From an optimization exercise on the open Yosys and OpenROAD flow, aimed at small area and a short achievable clock period; shortcuts taken in it are not production practice.
Where RTL was checked, it was by simulation tests only, not by an equivalence proof against the original.

==> trial 17: inputs <==
==> flow/design.v <==
module ram_sdp_be_bit_next (
    input  logic q,
    input  logic d,
    input  logic sel,
    input  logic sel_n,
    output logic nxt
);
    assign nxt = (q & sel_n) | (d & sel);
endmodule
module ram_sdp_be_rd_aoi #(
    parameter int N = 3
) (
    input  logic [N-1:0] d,
    input  logic [N-1:0] sel,
    output logic         y_n
);
    assign y_n = !(|(d & sel));
endmodule
module ram_sdp_be_rd_or #(
    parameter int N = 22
) (
    input  logic [N-1:0] g_n,
    output logic         y
);
    assign y = !(&g_n);
endmodule
module ram_sdp_be #(
    parameter int DATA_WIDTH = 32,
    parameter int ADDR_WIDTH = 6
) (
    input  logic                      clk,
    input  logic                      rst_n,
    input  logic                      we,
    input  logic [ADDR_WIDTH-1:0]     waddr,
    input  logic [DATA_WIDTH-1:0]     wdata,
    input  logic [DATA_WIDTH/8-1:0]   wbe,
    input  logic                      re,
    input  logic [ADDR_WIDTH-1:0]     raddr,
    output logic [DATA_WIDTH-1:0]     rdata,
    output logic                      rvalid,
    input  logic                      perr_inject,
    output logic [DATA_WIDTH/8-1:0]   rd_perr
);
    localparam int NB    = DATA_WIDTH / 8;
    localparam int DEPTH = 2 ** ADDR_WIDTH;
    localparam int BW    = 9;       
    generate
        if (DATA_WIDTH % 8 != 0) begin : g_bad_width
            $error("ram_sdp_be: DATA_WIDTH must be a multiple of 8");
        end
    endgenerate
    logic [BW-1:0] wr_lane [NB];
    always_comb begin
        for (int i = 0; i < NB; i++) begin
            wr_lane[i][7:0] = wdata[8*i +: 8];
            wr_lane[i][8]   = (^wdata[8*i +: 8]) ^ perr_inject;
        end
    end
    logic [BW-1:0] mem [DEPTH][NB];
    for (genvar w = 0; w < DEPTH; w++) begin : g_word
        logic wsel;
        assign wsel = rst_n && we && (waddr == ADDR_WIDTH'(w));
        for (genvar i = 0; i < NB; i++) begin : g_lane
            logic          sel;
            logic [BW-1:0] q, nxt;
            assign sel = wsel && wbe[i];
            for (genvar b = 0; b < BW; b++) begin : g_bit
                ram_sdp_be_bit_next u_next (
                    .q    (q[b]),
                    .d    (wr_lane[i][b]),
                    .sel  (sel),
                    .sel_n(!sel),
                    .nxt  (nxt[b])
                );
            end
            always_ff @(posedge clk) begin
                q <= nxt;
            end
            assign mem[w][i] = q;
        end
    end
    logic [ADDR_WIDTH-1:0] s1_addr;
    logic                  s1_valid;
    logic [NB-1:0]         s1_fwd;
    always_ff @(posedge clk) begin
        s1_addr  <= raddr;
        s1_valid <= rst_n && re;
        for (int i = 0; i < NB; i++) begin
            s1_fwd[i] <= we && wbe[i] && (waddr == raddr);
        end
    end
    logic [DEPTH-1:0] rsel;
    logic [BW-1:0]    rd_lane [NB];
    always_comb begin
        for (int w = 0; w < DEPTH; w++) begin
            rsel[w] = (s1_addr == ADDR_WIDTH'(w));
        end
    end
    for (genvar i = 0; i < NB; i++) begin : g_rd_lane
        for (genvar b = 0; b < BW; b++) begin : g_rd_bit
            logic [DEPTH-1:0] col;
            for (genvar w = 0; w < DEPTH; w++) begin : g_col
                assign col[w] = mem[w][i][b];
            end
            localparam int NG = (DEPTH + 2) / 3;
            logic [NG-1:0] grp_n;
            for (genvar g = 0; g < NG; g++) begin : g_grp
                localparam int LO = 3 * g;
                localparam int N  = (DEPTH - LO < 3) ? DEPTH - LO : 3;
                ram_sdp_be_rd_aoi #(.N(N)) u_aoi (
                    .d  (col[LO +: N]),
                    .sel(rsel[LO +: N]),
                    .y_n(grp_n[g])
                );
            end
            ram_sdp_be_rd_or #(.N(NG)) u_or (
                .g_n(grp_n),
                .y  (rd_lane[i][b])
            );
        end
    end
    always_ff @(posedge clk) begin
        rvalid <= rst_n && s1_valid;
        for (int i = 0; i < NB; i++) begin
            rdata[8*i +: 8] <= rd_lane[i][7:0];
            rd_perr[i]      <= !s1_fwd[i] && (^rd_lane[i]);
        end
    end
endmodule
module ram_sdp_be_top (
    input  logic        clk,
    input  logic        rst_n,
    input  logic        we,
    input  logic [5:0]  waddr,
    input  logic [31:0] wdata,
    input  logic [3:0]  wbe,
    input  logic        re,
    input  logic [5:0]  raddr,
    output logic [31:0] rdata,
    output logic        rvalid,
    input  logic        perr_inject,
    output logic [3:0]  rd_perr
);
    ram_sdp_be #(
        .DATA_WIDTH(32),
        .ADDR_WIDTH(6)
    ) u_ram (
        .clk        (clk),
        .rst_n      (rst_n),
        .we         (we),
        .waddr      (waddr),
        .wdata      (wdata),
        .wbe        (wbe),
        .re         (re),
        .raddr      (raddr),
        .rdata      (rdata),
        .rvalid     (rvalid),
        .perr_inject(perr_inject),
        .rd_perr    (rd_perr)
    );
endmodule
==> flow/run.sh <==
#!/bin/bash
# synth_recipe.tcl (not shown) runs the flow's synth.tcl, then flattens the netlist and writes it again
# the make line also repeats each setting of config.mk as NAME=value (left out here)
make -C /OpenROAD-flow-scripts/flow DESIGN_CONFIG=/design/flow/config.mk WORK_HOME=/design/flow/orfs CLKGATE_MAP_FILE= SYNTH_SCRIPT=/design/flow/synth_recipe.tcl finish
==> flow/config.mk <==
export PLATFORM = sky130hd
export DESIGN_NAME = ram_sdp_be_top
export DESIGN_NICKNAME = ram_sdp_be_top
export VERILOG_FILES = /design/flow/design.v
export SDC_FILE = /design/flow/constraint.sdc
export NUM_CORES = 4
export LEC_CHECK = 0
export CAP_MARGIN = 20
export CORE_MARGIN = 2
export CORE_UTILIZATION = 45
export SLEW_MARGIN = 20
export SYNTH_HIERARCHICAL = 1
==> flow/constraint.sdc <==
create_clock -name core_clock -period 5.0 [get_ports {clk}]
set_input_delay 1.0000 -clock core_clock [delete_from_list [all_inputs] [get_ports {clk}]]
set_output_delay 1.0000 -clock core_clock [all_outputs]
set_load 0.01 [all_outputs]
==> trial 96: changes against trial 17 <==
==> flow/design.v, changed modules only <==
module ram_sdp_be_nand4 (
    input  logic [3:0] a,
    output logic       y
);
    assign y = !(&a);
endmodule
module ram_sdp_be_nor3 (
    input  logic [2:0] a,
    output logic       y
);
    assign y = !(|a);
endmodule
module ram_sdp_be_nand2 (
    input  logic [1:0] a,
    output logic       y
);
    assign y = !(&a);
endmodule
module ram_sdp_be #(
    parameter int DATA_WIDTH = 32,
    parameter int ADDR_WIDTH = 6
) (
    input  logic                      clk,
    input  logic                      rst_n,
    input  logic                      we,
    input  logic [ADDR_WIDTH-1:0]     waddr,
    input  logic [DATA_WIDTH-1:0]     wdata,
    input  logic [DATA_WIDTH/8-1:0]   wbe,
    input  logic                      re,
    input  logic [ADDR_WIDTH-1:0]     raddr,
    output logic [DATA_WIDTH-1:0]     rdata,
    output logic                      rvalid,
    input  logic                      perr_inject,
    output logic [DATA_WIDTH/8-1:0]   rd_perr
);
    localparam int NB    = DATA_WIDTH / 8;
    localparam int DEPTH = 2 ** ADDR_WIDTH;
    localparam int BW    = 9;       
    generate
        if (DATA_WIDTH % 8 != 0) begin : g_bad_width
            $error("ram_sdp_be: DATA_WIDTH must be a multiple of 8");
        end
        if (ADDR_WIDTH != 6) begin : g_bad_depth
            $error("ram_sdp_be: the read tree is built for ADDR_WIDTH 6");
        end
    endgenerate
    logic [BW-1:0] wr_lane [NB];
    always_comb begin
        for (int i = 0; i < NB; i++) begin
            wr_lane[i][7:0] = wdata[8*i +: 8];
            wr_lane[i][8]   = (^wdata[8*i +: 8]) ^ perr_inject;
        end
    end
    logic [BW-1:0] mem [DEPTH][NB];
    for (genvar w = 0; w < DEPTH; w++) begin : g_word
        logic wsel;
        assign wsel = rst_n && we && (waddr == ADDR_WIDTH'(w));
        for (genvar i = 0; i < NB; i++) begin : g_lane
            logic          sel;
            logic [BW-1:0] q, nxt;
            assign sel = wsel && wbe[i];
            for (genvar b = 0; b < BW; b++) begin : g_bit
                ram_sdp_be_bit_next u_next (
                    .q    (q[b]),
                    .d    (wr_lane[i][b]),
                    .sel  (sel),
                    .sel_n(!sel),
                    .nxt  (nxt[b])
                );
            end
            always_ff @(posedge clk) begin
                q <= nxt;
            end
            assign mem[w][i] = q;
        end
    end
    logic [DEPTH-1:0] rsel;
    logic [BW-1:0]    rd_lane [NB];
    always_comb begin
        for (int w = 0; w < DEPTH; w++) begin
            rsel[w] = (raddr == ADDR_WIDTH'(w));
        end
    end
    for (genvar i = 0; i < NB; i++) begin : g_rd_lane
        for (genvar b = 0; b < BW; b++) begin : g_rd_bit
            logic [DEPTH-1:0] col;
            for (genvar w = 0; w < DEPTH; w++) begin : g_col
                assign col[w] = mem[w][i][b];
            end
            localparam int NG = (DEPTH + 2) / 3;
            logic [NG-1:0] grp_n;
            for (genvar g = 0; g < NG; g++) begin : g_grp
                localparam int LO = 3 * g;
                localparam int N  = (DEPTH - LO < 3) ? DEPTH - LO : 3;
                ram_sdp_be_rd_aoi #(.N(N)) u_aoi (
                    .d  (col[LO +: N]),
                    .sel(rsel[LO +: N]),
                    .y_n(grp_n[g])
                );
            end
            logic [5:0] l2;
            logic [1:0] l3_n;
            for (genvar k = 0; k < 5; k++) begin : g_l2
                ram_sdp_be_nand4 u_nand (.a(grp_n[4*k +: 4]), .y(l2[k]));
            end
            ram_sdp_be_nand2 u_nand_l2 (.a(grp_n[21:20]), .y(l2[5]));
            ram_sdp_be_nor3 u_nor_a (.a(l2[2:0]), .y(l3_n[0]));
            ram_sdp_be_nor3 u_nor_b (.a(l2[5:3]), .y(l3_n[1]));
            ram_sdp_be_nand2 u_nand_l4 (.a(l3_n), .y(rd_lane[i][b]));
        end
    end
    logic [NB*BW-1:0]      s1_old;
    logic [DATA_WIDTH-1:0] s1_wdata;
    logic [NB-1:0]         s1_fwd;
    logic                  s1_valid;
    always_ff @(posedge clk) begin
        s1_wdata <= wdata;
        s1_valid <= rst_n && re;
        for (int i = 0; i < NB; i++) begin
            s1_old[BW*i +: BW] <= rd_lane[i];
            s1_fwd[i] <= we && wbe[i] && (waddr == raddr);
        end
    end
    always_ff @(posedge clk) begin
        rvalid <= rst_n && s1_valid;
        for (int i = 0; i < NB; i++) begin
            rdata[8*i +: 8] <= s1_fwd[i] ? s1_wdata[8*i +: 8] : s1_old[BW*i +: 8];
            rd_perr[i]      <= !s1_fwd[i] && (^s1_old[BW*i +: BW]);
        end
    end
endmodule
// module ram_sdp_be_rd_or removed
- CTS_BUF_LIST: not set -> sky130_fd_sc_hd__clkbuf_16
- CTS_CLUSTER_DIAMETER: not set -> 80
- CTS_CLUSTER_SIZE: not set -> 24
- SETUP_SLACK_MARGIN: not set -> 2.5
==> run notes <==
* GRT Total Usage at 34.17%
* Area growth syn-to-layout at 17.30%
* Status: timing/DRC/antenna clean
* Vias in the first global route at 65898
* Nets at 7140
* Fmax at ~220 MHz
the above is filed under trial 17

==> run notes <==
* Status: timing/DRC/antenna clean
* Met1 Use GR at 47.79%
* Fmax at 365.5 MHz
* Area growth syn-to-layout at 16.47%
* Via count at 72430
* Vias in the first global route at 67079
* Die Wd at about 430 µm
* Total iterations of the first detailed-routing run at 14
* Worst Hold Depth at 1
* GRT Total Usage at a little over a third
the above is filed under trial 96

Only the layout flow was run in trial 17; the RTL was not checked for function there.

[separate check: timing with driven ports]
Ports are ideal in the flow. The routed layouts listed here were re-timed in OpenROAD. Step 1 sets driving cells, clkbuf_16 on the clock port and buf_2 on the other inputs (assumed; they add their load-dependent delay and slew). Step 2 also shifts input and output timing later by t, the mid clock arrival at the registers, as if the neighbouring blocks saw the same clock. Three values: no drivers, after step 1, after step 2; two values: the first two.
run	shift t [ns]	setup slack, ns	worst slew at a driven data input, ns
trial 17	0.947	0.361 / 0.361 / 0.361	0.14
trial 96	0.901	2.264 / 2.192 / 1.290	0.21
After both steps every run listed still meets setup and hold. The setup slack of trial 96, which loses most, moves by -0.072 ns with the drivers and by -0.974 ns with both steps.
